From an optimization exercise on the open Yosys and OpenROAD flow, aimed at small area, a short achievable clock period and few clock cycles per item; shortcuts taken in it are not production practice.
Power figures rest on the tool's default switching activity, not on a simulated workload.

== lane 3 ==
==> module matvec3, before the edit <==
module matvec3
(
    input  logic               clk,
    input  logic               reset,
    input  logic               input_valid,
    output logic               input_ready,
    input  logic signed [13:0] input_data,
    output logic               output_valid,
    input  logic               output_ready,
    output logic signed [27:0] output_data
);
    logic [3:0]         ph;        
    logic signed [13:0] ring [12];
    logic [3:0]         wc;
    logic               active;    
    logic [3:0]         pi;        
    logic [1:0]         pr;        
    logic [1:0]         pc;        
    logic [1:0]         xl;        
    logic               fire_d;
    logic               first_d;
    logic               last_d;
    logic [27:0]        s_q;
    logic [27:0]        c_q;
    logic signed [27:0] acc;
    logic signed [13:0] x_op;
    logic [27:0]        s_d;
    logic [27:0]        c_d;
    logic [3:0]         pi_ph;     
    logic slot_free;
    logic accept;
    logic fire;
    logic cancel;
    logic retire;
    always_comb begin
        if (wc < 4'd9)       slot_free = !active || (pi > wc);
        else if (wc == 4'd9) slot_free = !active;
        else                 slot_free = 1'b1;
    end
    assign input_ready = (ph == wc) && slot_free;
    assign accept      = input_valid && input_ready;
    assign pi_ph       = (pi < 4'd2) ? pi + 4'd10 : pi - 4'd2;
    assign cancel      = fire_d && first_d && output_valid && !output_ready;
    assign retire      = fire_d && !cancel;
    assign fire        = active && (ph == pi_ph) && (xl > pc) && !cancel;
    assign output_data = acc;
    always_comb begin
        case (pr)
            2'd0:    x_op = ring[0];
            2'd1:    x_op = ring[3];
            default: x_op = ring[6];
        endcase
    end
    mul_csa mul_i (
        .w  (ring[9]),
        .x  (x_op),
        .r0 (s_d),
        .r1 (c_d)
    );
    always_ff @(posedge clk) begin
        ring[0] <= accept ? input_data : ring[11];
        for (int k = 1; k < 12; k++) ring[k] <= ring[k-1];
        s_q     <= s_d;
        c_q     <= c_d;
        first_d <= (pc == 2'd0);
        last_d  <= (pc == 2'd2);
    end
    always_ff @(posedge clk) begin
        if (retire) begin
            acc <= (first_d ? 28'sd0 : acc) + s_q + c_q;
        end
    end
    always_ff @(posedge clk) begin
        if (reset) begin
            ph           <= '0;
            wc           <= '0;
            active       <= 1'b0;
            pi           <= '0;
            pr           <= '0;
            pc           <= '0;
            xl           <= '0;
            fire_d       <= 1'b0;
            output_valid <= 1'b0;
        end else begin
            ph     <= (ph == 4'd11) ? 4'd0 : ph + 4'd1;
            fire_d <= fire;
            if (accept) begin
                wc <= (wc == 4'd11) ? 4'd0 : wc + 4'd1;
                if (wc == 4'd9) begin
                    active <= 1'b1;
                    pi     <= '0;
                    pr     <= '0;
                    pc     <= '0;
                    xl     <= 2'd1;
                end else if (wc > 4'd9) begin
                    xl <= xl + 2'd1;
                end
            end
            if (fire) begin
                pi <= pi + 4'd1;
                if (pc == 2'd2) begin
                    pc <= '0;
                    pr <= pr + 2'd1;
                end else begin
                    pc <= pc + 2'd1;
                end
                if (pi == 4'd8) active <= 1'b0;
            end else if (cancel) begin
                pi <= pi - 4'd1;
                pc <= '0;
            end
            if (retire && last_d)   output_valid <= 1'b1;
            else if (output_ready)  output_valid <= 1'b0;
        end
    end
endmodule
clock: 7.0 ns
lec_check: 0
cap_margin: 20
core_margin: 2
core_utilization: 40
slew_margin: 20
run.sh (not shown) runs the stock make flow with config.mk's settings and CLKGATE_MAP_FILE= SYNTH_SCRIPT=/design/flow/synth_recipe.tcl, a recipe that flattens the netlist after the stock synthesis.
Changes in lane 2 relative to lane 3:
--- a/flow/design.v
+++ b/flow/design.v
@@ -365,18 +365,18 @@
     logic signed [13:0] ring [12];
     logic [3:0]         wc;
     logic               active;    
     logic [3:0]         pi;        
-    logic [1:0]         pr;        
     logic [1:0]         pc;        
     logic [1:0]         xl;        
     logic               fire_d;
     logic               first_d;
     logic               last_d;
     logic [27:0]        s_q;
     logic [27:0]        c_q;
     logic signed [27:0] acc;
-    logic signed [13:0] x_op;
+    logic signed [13:0] x_q;       
+    logic signed [13:0] ring0_d;
     logic [27:0]        s_d;
     logic [27:0]        c_d;
     logic [3:0]         pi_ph;     
     logic slot_free;
@@ -395,23 +395,22 @@
     assign cancel      = fire_d && first_d && output_valid && !output_ready;
     assign retire      = fire_d && !cancel;
     assign fire        = active && (ph == pi_ph) && (xl > pc) && !cancel;
     assign output_data = acc;
-    always_comb begin
-        case (pr)
-            2'd0:    x_op = ring[0];
-            2'd1:    x_op = ring[3];
-            default: x_op = ring[6];
-        endcase
+    assign ring0_d = accept ? input_data : ring[11];
+    always_ff @(posedge clk) begin
+        if (ph >= 4'd9)      x_q <= ring0_d;
+        else if (ph <= 4'd2) x_q <= ring[2];
+        else                 x_q <= ring[5];
     end
     mul_csa mul_i (
         .w  (ring[9]),
-        .x  (x_op),
+        .x  (x_q),
         .r0 (s_d),
         .r1 (c_d)
     );
     always_ff @(posedge clk) begin
-        ring[0] <= accept ? input_data : ring[11];
+        ring[0] <= ring0_d;
         for (int k = 1; k < 12; k++) ring[k] <= ring[k-1];
         s_q     <= s_d;
         c_q     <= c_d;
         first_d <= (pc == 2'd0);
@@ -427,9 +426,8 @@
             ph           <= '0;
             wc           <= '0;
             active       <= 1'b0;
             pi           <= '0;
-            pr           <= '0;
             pc           <= '0;
             xl           <= '0;
             fire_d       <= 1'b0;
             output_valid <= 1'b0;
@@ -440,23 +438,17 @@
                 wc <= (wc == 4'd11) ? 4'd0 : wc + 4'd1;
                 if (wc == 4'd9) begin
                     active <= 1'b1;
                     pi     <= '0;
-                    pr     <= '0;
                     pc     <= '0;
                     xl     <= 2'd1;
                 end else if (wc > 4'd9) begin
                     xl <= xl + 2'd1;
                 end
             end
             if (fire) begin
                 pi <= pi + 4'd1;
-                if (pc == 2'd2) begin
-                    pc <= '0;
-                    pr <= pr + 2'd1;
-                end else begin
-                    pc <= pc + 2'd1;
-                end
+                pc <= (pc == 2'd2) ? 2'd0 : pc + 2'd1;
                 if (pi == 4'd8) active <= 1'b0;
             end else if (cancel) begin
                 pi <= pi - 4'd1;
                 pc <= '0;
==> summary.txt <==
Changes observed in lane 2 relative to lane 3: number of signal-net inverters in the final layout shows an increase of 20, number of clock buffers in the layout shows an increase of 24%, vias per cell shows a reduction of 1.6%, number of library cell types mapped by synthesis shows a reduction of about 14%.
The core of lane 2 is more densely filled than that of lane 3.
Across both runs, arrival time reported for the critical path endpoint was higher for lane 2 than for lane 3.
Lane 2 against lane 3: worst setup timing slack at the placement stage climbed 0.15 ns, power dropped about 2.5%, cell count dropped 35.
Of lane 2 and lane 3, the run reporting the lower portion of total power attributed to the clock network was lane 3.
No run of this note included a check of the RTL's function; only the layout flow was run.

==> port drivers added, routing unchanged <==
Ports are ideal in the flow. The routed layouts listed here were re-timed in OpenROAD. Step 1 assumes that a clkbuf_16 drives the clock port and a buf_2 every other input. Step 2 adds t to the input delays and takes it off the output delays; t is the mean of the earliest and latest rising clock arrival at the registers after step 1. Input paths then give back, and output paths get back, about the clock's delay inside the block. Three values: no drivers, after step 1, after step 2; two values: the first two.
| run | t (ns) | slack for setup (ns) | worst setup path after step 2 | clock arrival spread, ns | pins driven straight from the clock port |
|---|---|---|---|---|---|
| lane 3 | 0.613 | 2.115 / 2.115 / 2.115 | register to register | 0.021 / 0.021 | 1 |
| lane 2 | 0.613 | 2.072 / 2.072 / 2.072 | register to register | 0.018 / 0.019 | 1 |
After both steps every run listed still meets setup and hold.
